Context: an optimization exercise on an open-source flow, tuned for small area and a short achievable clock period. The choices shown serve that exercise and are no tape-out recipe.
RTL that was checked went through simulation tests only; none was proved equivalent to the original.

Setup of job 104:
// iir_filter
module iir_filter (
	input  logic clk,
	input  logic rst,
	input  logic signed [14:0] data,
	input  logic data_en,
	input  logic wb_cyc,
	input  logic wb_stb,
	input  logic wb_we,
	input  logic [2:0] wb_adr,
	input  logic [31:0] wb_dat_i,
	output logic [31:0] wb_dat_o,
	output logic wb_ack,
	output logic signed [14:0] data_out,
	output logic data_out_en
);
For scale: roughly 510 flip-flops, ~110 I/O pins, ~31,000 µm² of cells after synthesis.
==> flow/config.mk <==
export PLATFORM = sky130hd
export DESIGN_NAME = iir_filter
export DESIGN_NICKNAME = iir_filter
export VERILOG_FILES = /design/flow/design.v
export SDC_FILE = /design/flow/constraint.sdc
export NUM_CORES = 4
export LEC_CHECK = 0
export ABC_AREA = 1
export CAP_MARGIN = 20
export CORE_MARGIN = 2
export CORE_UTILIZATION = 50
export CTS_CLUSTER_DIAMETER = 75
export CTS_CLUSTER_SIZE = 30
export SETUP_SLACK_MARGIN = 4.6
export SLEW_MARGIN = 20
==> flow/constraint.sdc <==
create_clock -name core_clock -period 8.0 [get_ports {clk}]
set_input_delay 1.6000 -clock core_clock [delete_from_list [all_inputs] [get_ports {clk}]]
set_output_delay 1.6000 -clock core_clock [all_outputs]
set_load 0.01 [all_outputs]
standard.sh (not shown) runs the stock make flow with config.mk's settings and CLKGATE_MAP_FILE= SYNTH_SCRIPT=/design/flow/synth_recipe.tcl, a recipe that flattens the netlist after the stock synthesis.
==> flow/flow/run.sh <==
#!/bin/bash
# The standard layout (standard.sh) with one placement option changed:
# the input and output ports are buffered with buf_2 cells instead of the
# cell buffer_ports picks by itself. The make output goes to standard.log;
# ORFS keeps each step's own log in orfs/logs.
set -o pipefail
export BUFFER_PORTS_ARGS="-buffer_cell sky130_fd_sc_hd__buf_2"
bash standard.sh finish > standard.log 2>&1
Setup changes, job 104 to job 101
--- a/flow/design.v
+++ b/flow/design.v
@@ -27,28 +27,40 @@
 	output logic [24:0] g_b0, g_b1, g_b2, g_b3, g_a1, g_a2, g_a3,
 	output logic [24:0] n_b0, n_b1, n_b2, n_b3, n_a1, n_a2, n_a3
 );
 	logic ack_q;
 	logic access;
 	logic [24:0] rd_q;
 	logic [24:0] rd_d;
+	logic wr_q;
+	logic [2:0] adr_q;
+	logic [24:0] dat_q;
 	assign access = wb_cyc && wb_stb && !ack_q;
 	assign wr = access && wb_we;
 	always_ff @(posedge clk or posedge rst) begin
-		if (rst) ack_q <= 1'b0;
-		else ack_q <= access;
+		if (rst) begin
+			ack_q <= 1'b0;
+			wr_q <= 1'b0;
+		end else begin
+			ack_q <= access;
+			wr_q <= wr;
+		end
+	end
+	always_ff @(posedge clk) begin
+		adr_q <= wb_adr;
+		dat_q <= wb_dat_i[24:0];
 	end
 	assign wb_ack = ack_q;
-	assign n_b0 = (wr && wb_adr == 3'd0) ? wb_dat_i[24:0] : g_b0;
-	assign n_b1 = (wr && wb_adr == 3'd1) ? wb_dat_i[24:0] : g_b1;
-	assign n_b2 = (wr && wb_adr == 3'd2) ? wb_dat_i[24:0] : g_b2;
-	assign n_b3 = (wr && wb_adr == 3'd3) ? wb_dat_i[24:0] : g_b3;
-	assign n_a1 = (wr && wb_adr == 3'd4) ? wb_dat_i[24:0] : g_a1;
-	assign n_a2 = (wr && wb_adr == 3'd5) ? wb_dat_i[24:0] : g_a2;
-	assign n_a3 = (wr && wb_adr == 3'd6) ? wb_dat_i[24:0] : g_a3;
+	assign n_b0 = (wr_q && adr_q == 3'd0) ? dat_q : g_b0;
+	assign n_b1 = (wr_q && adr_q == 3'd1) ? dat_q : g_b1;
+	assign n_b2 = (wr_q && adr_q == 3'd2) ? dat_q : g_b2;
+	assign n_b3 = (wr_q && adr_q == 3'd3) ? dat_q : g_b3;
+	assign n_a1 = (wr_q && adr_q == 3'd4) ? dat_q : g_a1;
+	assign n_a2 = (wr_q && adr_q == 3'd5) ? dat_q : g_a2;
+	assign n_a3 = (wr_q && adr_q == 3'd6) ? dat_q : g_a3;
 	always_ff @(posedge clk or posedge rst) begin
 		if (rst) begin
 			g_b0 <= iir_filter_pkg::rst_b0;
 			g_b1 <= iir_filter_pkg::rst_b1;
 			g_b2 <= iir_filter_pkg::rst_b2;
 			g_b3 <= iir_filter_pkg::rst_b3;
 			g_a1 <= iir_filter_pkg::rst_a1;
@@ -1520,25 +1532,23 @@
 			if (start) samp <= data_en;
 			oen_q <= s[1] && samp;
 		end
 	end
 	logic [20:0] ga, gb;
 	logic [14:0] wb;
 	always_ff @(posedge clk) begin
-		begin
-			if (start) ga <= n_b0[20:0];
-			else if (s[0]) ga <= g_a1[20:0];
-			else if (s[1]) ga <= g_b1[20:0];
-			else ga <= '0;
-			if (start) gb <= n_a2[20:0];
-			else if (s[0]) gb <= g_a3[20:0];
-			else if (s[1]) gb <= g_b2[20:0];
-			else if (s[2]) gb <= g_b3[20:0];
-			else gb <= '0;
-		end
+		if (s[0]) ga <= n_a1[20:0];
+		else if (s[1]) ga <= n_b1[20:0];
+		else if (s[2]) ga <= '0;
+		else ga <= n_b0[20:0];
+		if (wr) gb <= (wb_adr == 3'd5) ? wb_dat_i[20:0] : n_a2[20:0];
+		else if (s[0]) gb <= n_a3[20:0];
+		else if (s[1]) gb <= n_b2[20:0];
+		else if (s[2]) gb <= n_b3[20:0];
+		else gb <= n_a2[20:0];
 	end
 	always_ff @(posedge clk) begin
 		if (data_en) wb <= w1;
 		else if ((s[0] || s[2]) && !wr) wb <= w3;
 		else wb <= w2;
 	end
 	logic [14:0] ha_0, ha_1, ha_2;
Results
In the tables for job 104 and job 101, worst hold slack reads lower with job 104.
Between job 101 and job 104, it is job 101 whose count of inverters other than clock inverters in the layout is lower, by 94.
Sort job 104 and job 101 by total area of sequential cells asc -> top: job 104
Going from job 104 to job 101, the die area was enlarged.


Another version of the RTL of iir_filter (not shown whole).
Size in the first run: ~410 flip-flops, ~110 I/O pins, ~0.030 mm2 of cells after synthesis.
// iir_filter
module iir_filter (
	input  logic clk,
	input  logic rst,
	input  logic signed [14:0] data,
	input  logic data_en,
	input  logic wb_cyc,
	input  logic wb_stb,
	input  logic wb_we,
	input  logic [2:0] wb_adr,
	input  logic [31:0] wb_dat_i,
	output logic [31:0] wb_dat_o,
	output logic wb_ack,
	output logic signed [14:0] data_out,
	output logic data_out_en
);
==> module coefficient_regs, before the edit <==
module coefficient_regs (
	input  logic clk,
	input  logic rst,
	input  logic wb_cyc,
	input  logic wb_stb,
	input  logic wb_we,
	input  logic [2:0] wb_adr,
	input  logic [31:0] wb_dat_i,
	output logic [31:0] wb_dat_o,
	output logic wb_ack,
	output logic wr,
	output logic [24:0] g_b0, g_b1, g_b2, g_b3, g_a1, g_a2, g_a3,
	output logic [24:0] n_b0, n_b1, n_b2, n_b3, n_a1, n_a2, n_a3
);
	logic ack_q;
	logic access;
	logic [24:0] rd_d;
	assign access = wb_cyc && wb_stb && !ack_q;
	assign wr = access && wb_we;
	always_ff @(posedge clk or posedge rst) begin
		if (rst) ack_q <= 1'b0;
		else ack_q <= access;
	end
	assign wb_ack = ack_q;
	assign n_b0 = (wr && wb_adr == 3'd0) ? wb_dat_i[24:0] : g_b0;
	assign n_b1 = (wr && wb_adr == 3'd1) ? wb_dat_i[24:0] : g_b1;
	assign n_b2 = (wr && wb_adr == 3'd2) ? wb_dat_i[24:0] : g_b2;
	assign n_b3 = (wr && wb_adr == 3'd3) ? wb_dat_i[24:0] : g_b3;
	assign n_a1 = (wr && wb_adr == 3'd4) ? wb_dat_i[24:0] : g_a1;
	assign n_a2 = (wr && wb_adr == 3'd5) ? wb_dat_i[24:0] : g_a2;
	assign n_a3 = (wr && wb_adr == 3'd6) ? wb_dat_i[24:0] : g_a3;
	always_ff @(posedge clk or posedge rst) begin
		if (rst) begin
			g_b0 <= iir_filter_pkg::rst_b0;
			g_b1 <= iir_filter_pkg::rst_b1;
			g_b2 <= iir_filter_pkg::rst_b2;
			g_b3 <= iir_filter_pkg::rst_b3;
			g_a1 <= iir_filter_pkg::rst_a1;
			g_a2 <= iir_filter_pkg::rst_a2;
			g_a3 <= iir_filter_pkg::rst_a3;
		end else begin
			g_b0 <= n_b0;
			g_b1 <= n_b1;
			g_b2 <= n_b2;
			g_b3 <= n_b3;
			g_a1 <= n_a1;
			g_a2 <= n_a2;
			g_a3 <= n_a3;
		end
	end
	logic [2:0] adr_q;
	always_ff @(posedge clk) begin
		adr_q <= wb_adr;
	end
	always_comb begin
		case (adr_q)
			3'd0: rd_d = g_b0;
			3'd1: rd_d = g_b1;
			3'd2: rd_d = g_b2;
			3'd3: rd_d = g_b3;
			3'd4: rd_d = g_a1;
			3'd5: rd_d = g_a2;
			3'd6: rd_d = g_a3;
			default: rd_d = '0;
		endcase
	end
	assign wb_dat_o = {{7{rd_d[24]}}, rd_d};
endmodule
==> module iir_filter, before the edit <==
module iir_filter (
	input  logic clk,
	input  logic rst,
	input  logic signed [14:0] data,
	input  logic data_en,
	input  logic wb_cyc,
	input  logic wb_stb,
	input  logic wb_we,
	input  logic [2:0] wb_adr,
	input  logic [31:0] wb_dat_i,
	output logic [31:0] wb_dat_o,
	output logic wb_ack,
	output logic signed [14:0] data_out,
	output logic data_out_en
);
	logic wr;
	logic [24:0] g_b0, g_b1, g_b2, g_b3, g_a1, g_a2, g_a3;
	logic [24:0] n_b0, n_b1, n_b2, n_b3, n_a1, n_a2, n_a3;
	logic [14:0] w1, w2, w3;
	logic [14:0] den, num;
	logic [14:0] ra, rb;
	logic [14:0] ya, yb;
	logic [4:0] s;
	logic samp;
	logic oen_q;
	coefficient_regs i_coefficient_regs (
		.clk      (clk),
		.rst      (rst),
		.wb_cyc   (wb_cyc),
		.wb_stb   (wb_stb),
		.wb_we    (wb_we),
		.wb_adr   (wb_adr),
		.wb_dat_i (wb_dat_i),
		.wb_dat_o (wb_dat_o),
		.wb_ack   (wb_ack),
		.wr       (wr),
		.g_b0     (g_b0),
		.g_b1     (g_b1),
		.g_b2     (g_b2),
		.g_b3     (g_b3),
		.g_a1     (g_a1),
		.g_a2     (g_a2),
		.g_a3     (g_a3),
		.n_b0     (n_b0),
		.n_b1     (n_b1),
		.n_b2     (n_b2),
		.n_b3     (n_b3),
		.n_a1     (n_a1),
		.n_a2     (n_a2),
		.n_a3     (n_a3)
	);
	state_chain i_state_chain (
		.clk     (clk),
		.rst     (rst),
		.data    (data),
		.data_en (data_en),
		.den_sum (den),
		.w1      (w1),
		.w2      (w2),
		.w3      (w3)
	);
	logic start;
	assign start = data_en || wr;
	always_ff @(posedge clk or posedge rst) begin
		if (rst) begin
			s <= '0;
			samp <= 1'b0;
			oen_q <= 1'b0;
		end else begin
			s[0] <= start;
			s[1] <= s[0] && !start;
			s[2] <= s[1] && !start;
			s[3] <= s[2] && !start;
			s[4] <= s[3];
			if (start) samp <= data_en;
			oen_q <= s[1] && samp;
		end
	end
	logic [20:0] ga, gb;
	logic [14:0] wb;
	always_ff @(posedge clk) begin
		if (s[0] && !start) ga <= g_a1[20:0];
		else if (s[1] && !start) ga <= g_b1[20:0];
		else ga <= g_b0[20:0];
		if (s[0] && !start) gb <= g_a3[20:0];
		else if (s[1] && !start) gb <= g_b2[20:0];
		else if (s[2] && !start) gb <= g_b3[20:0];
		else gb <= n_a2[20:0];
	end
	always_ff @(posedge clk) begin
		if (data_en) wb <= w1;
		else if ((s[0] || s[2]) && !wr) wb <= w3;
		else wb <= w2;
	end
	logic [14:0] ha_s, ha_c;
	logic ha_y;
	mul_cs i_mul_a (
		.w  (w1),
		.g  (ga),
		.hs (ha_s),
		.hc (ha_c),
		.cy (ha_y)
	);
	logic [14:0] hb_s, hb_c;
	logic hb_y;
	mul_cs i_mul_b (
		.w  (wb),
		.g  (gb),
		.hs (hb_s),
		.hc (hb_c),
		.cy (hb_y)
	);
	logic [14:0] pa_s, pa_c, pb_s, pb_c;
	logic pa_y, pb_y;
	always_ff @(posedge clk) begin
		pa_s <= ha_s;
		pa_c <= ha_c;
		pa_y <= ha_y;
		pb_s <= hb_s;
		pb_c <= hb_c;
		pb_y <= hb_y;
	end
	stage2_a i_stage2_a (
		.hs   (pa_s),
		.hc   (pa_c),
		.cy   (pa_y),
		.add0 (num),
		.y    (ya)
	);
	logic use_a;
	assign use_a = s[2] || s[3];
	stage2_b i_stage2_b (
		.hs   (pb_s),
		.hc   (pb_c),
		.cy   (pb_y),
		.hs2  (use_a ? pa_s : 15'd0),
		.hc2  (use_a ? pa_c : 15'd0),
		.cy2  (use_a && pa_y),
		.add0 (rb),
		.y    (yb)
	);
	always_ff @(posedge clk or posedge rst) begin
		if (rst) begin
			ra <= '0;
			den <= '0;
			num <= '0;
		end else begin
			ra <= ya;
			if (s[2]) den <= yb;
			if (s[4]) num <= yb;
		end
	end
	always_ff @(posedge clk) begin
		if (s[0] || s[2]) rb <= '0;
		else rb <= yb;
	end
	assign data_out = ra;
	assign data_out_en = oen_q;
endmodule
clock: 8.0 ns
lec_check: 0
cap_margin: 20
core_margin: 2
core_utilization: 50
setup_slack_margin: 4.0
slew_margin: 20
run.sh (not shown) runs the stock make flow with config.mk's settings and CLKGATE_MAP_FILE= SYNTH_SCRIPT=/design/flow/synth_recipe.tcl, a recipe that flattens the netlist after the stock synthesis.
Stock flow here: none of the scripts above is used.
The first run finished with timing, DRC and antenna clean.
Next try:
--- a/flow/design.v
+++ b/flow/design.v
@@ -27,10 +27,11 @@
 	output logic [24:0] g_b0, g_b1, g_b2, g_b3, g_a1, g_a2, g_a3,
 	output logic [24:0] n_b0, n_b1, n_b2, n_b3, n_a1, n_a2, n_a3
 );
 	logic ack_q;
 	logic access;
+	logic [24:0] rd_q;
 	logic [24:0] rd_d;
 	assign access = wb_cyc && wb_stb && !ack_q;
 	assign wr = access && wb_we;
 	always_ff @(posedge clk or posedge rst) begin
 		if (rst) ack_q <= 1'b0;
@@ -61,27 +62,27 @@
 			g_a1 <= n_a1;
 			g_a2 <= n_a2;
 			g_a3 <= n_a3;
 		end
 	end
-	logic [2:0] adr_q;
-	always_ff @(posedge clk) begin
-		adr_q <= wb_adr;
-	end
 	always_comb begin
-		case (adr_q)
+		case (wb_adr)
 			3'd0: rd_d = g_b0;
 			3'd1: rd_d = g_b1;
 			3'd2: rd_d = g_b2;
 			3'd3: rd_d = g_b3;
 			3'd4: rd_d = g_a1;
 			3'd5: rd_d = g_a2;
 			3'd6: rd_d = g_a3;
 			default: rd_d = '0;
 		endcase
+		if (wb_we && wb_adr != 3'd7) rd_d = wb_dat_i[24:0];
 	end
-	assign wb_dat_o = {{7{rd_d[24]}}, rd_d};
+	always_ff @(posedge clk) begin
+		rd_q <= rd_d;
+	end
+	assign wb_dat_o = {{7{rd_q[24]}}, rd_q};
 endmodule
 `timescale 1ns/1ps
 module state_chain (
 	input  logic clk,
 	input  logic rst,
@@ -1685,17 +1686,21 @@
 		end
 	end
 	logic [20:0] ga, gb;
 	logic [14:0] wb;
 	always_ff @(posedge clk) begin
-		if (s[0] && !start) ga <= g_a1[20:0];
-		else if (s[1] && !start) ga <= g_b1[20:0];
-		else ga <= g_b0[20:0];
-		if (s[0] && !start) gb <= g_a3[20:0];
-		else if (s[1] && !start) gb <= g_b2[20:0];
-		else if (s[2] && !start) gb <= g_b3[20:0];
-		else gb <= n_a2[20:0];
+		begin
+			if (start) ga <= n_b0[20:0];
+			else if (s[0]) ga <= g_a1[20:0];
+			else if (s[1]) ga <= g_b1[20:0];
+			else ga <= '0;
+			if (start) gb <= n_a2[20:0];
+			else if (s[0]) gb <= g_a3[20:0];
+			else if (s[1]) gb <= g_b2[20:0];
+			else if (s[2]) gb <= g_b3[20:0];
+			else gb <= '0;
+		end
 	end
 	always_ff @(posedge clk) begin
 		if (data_en) wb <= w1;
 		else if ((s[0] || s[2]) && !wr) wb <= w3;
 		else wb <= w2;
@@ -1734,11 +1739,11 @@
 		.cy   (pa_y),
 		.add0 (num),
 		.y    (ya)
 	);
 	logic use_a;
-	assign use_a = s[2] || s[3];
+	assign use_a = !s[1];
 	stage2_b i_stage2_b (
 		.hs   (pb_s),
 		.hc   (pb_c),
 		.cy   (pb_y),
 		.hs2  (use_a ? pa_s : 15'd0),
Routed wire length climbs slightly; register-to-register slack gets better by 0.20 ns; cell count is about the same; via count climbs by a few percent; global-route usage stays flat; clock-buffer cell count climbs by 9; cell area drops slightly; first-iteration DRC count climbs by a little under a tenth; hold slack gets worse by 0.088 ns; synthesized area climbs slightly.
Function not checked in the first run of this note: the RTL went through the layout flow alone.

what the ideal ports hide:
How much do the figures lean on ideal ports? The routed layouts below were timed once more, with nothing changed but the port constraints.
Step 1 assumes that a clkbuf_16 drives the clock port and a buf_2 every other input.
Step 2, shift: input delay + t, output delay - t, t = (earliest + latest rising clock arrival at the registers) / 2. This alone moves slack from input paths to output paths.
Three values: ideal, step 1, step 2; two values: the first two.
run	t (ns)	slack for setup (ns)	worst hold slack (ns)
job 104	0.649	4.632 / 4.632 / 4.056	0.361 / 0.361 / 0.361
job 101	0.656	4.673 / 4.673 / 4.271	0.380 / 0.380 / 0.380
the first run of note 2	0.647	3.851 / 3.851 / 3.583	0.475 / 0.475 / 0.475
the second run of note 2	0.665	4.054 / 4.054 / 3.584	0.388 / 0.388 / 0.388
After both steps setup and hold are still met in every run listed. The setup slack of job 104, which loses most, moves by 0.000 ns with the drivers and by -0.576 ns with both steps.
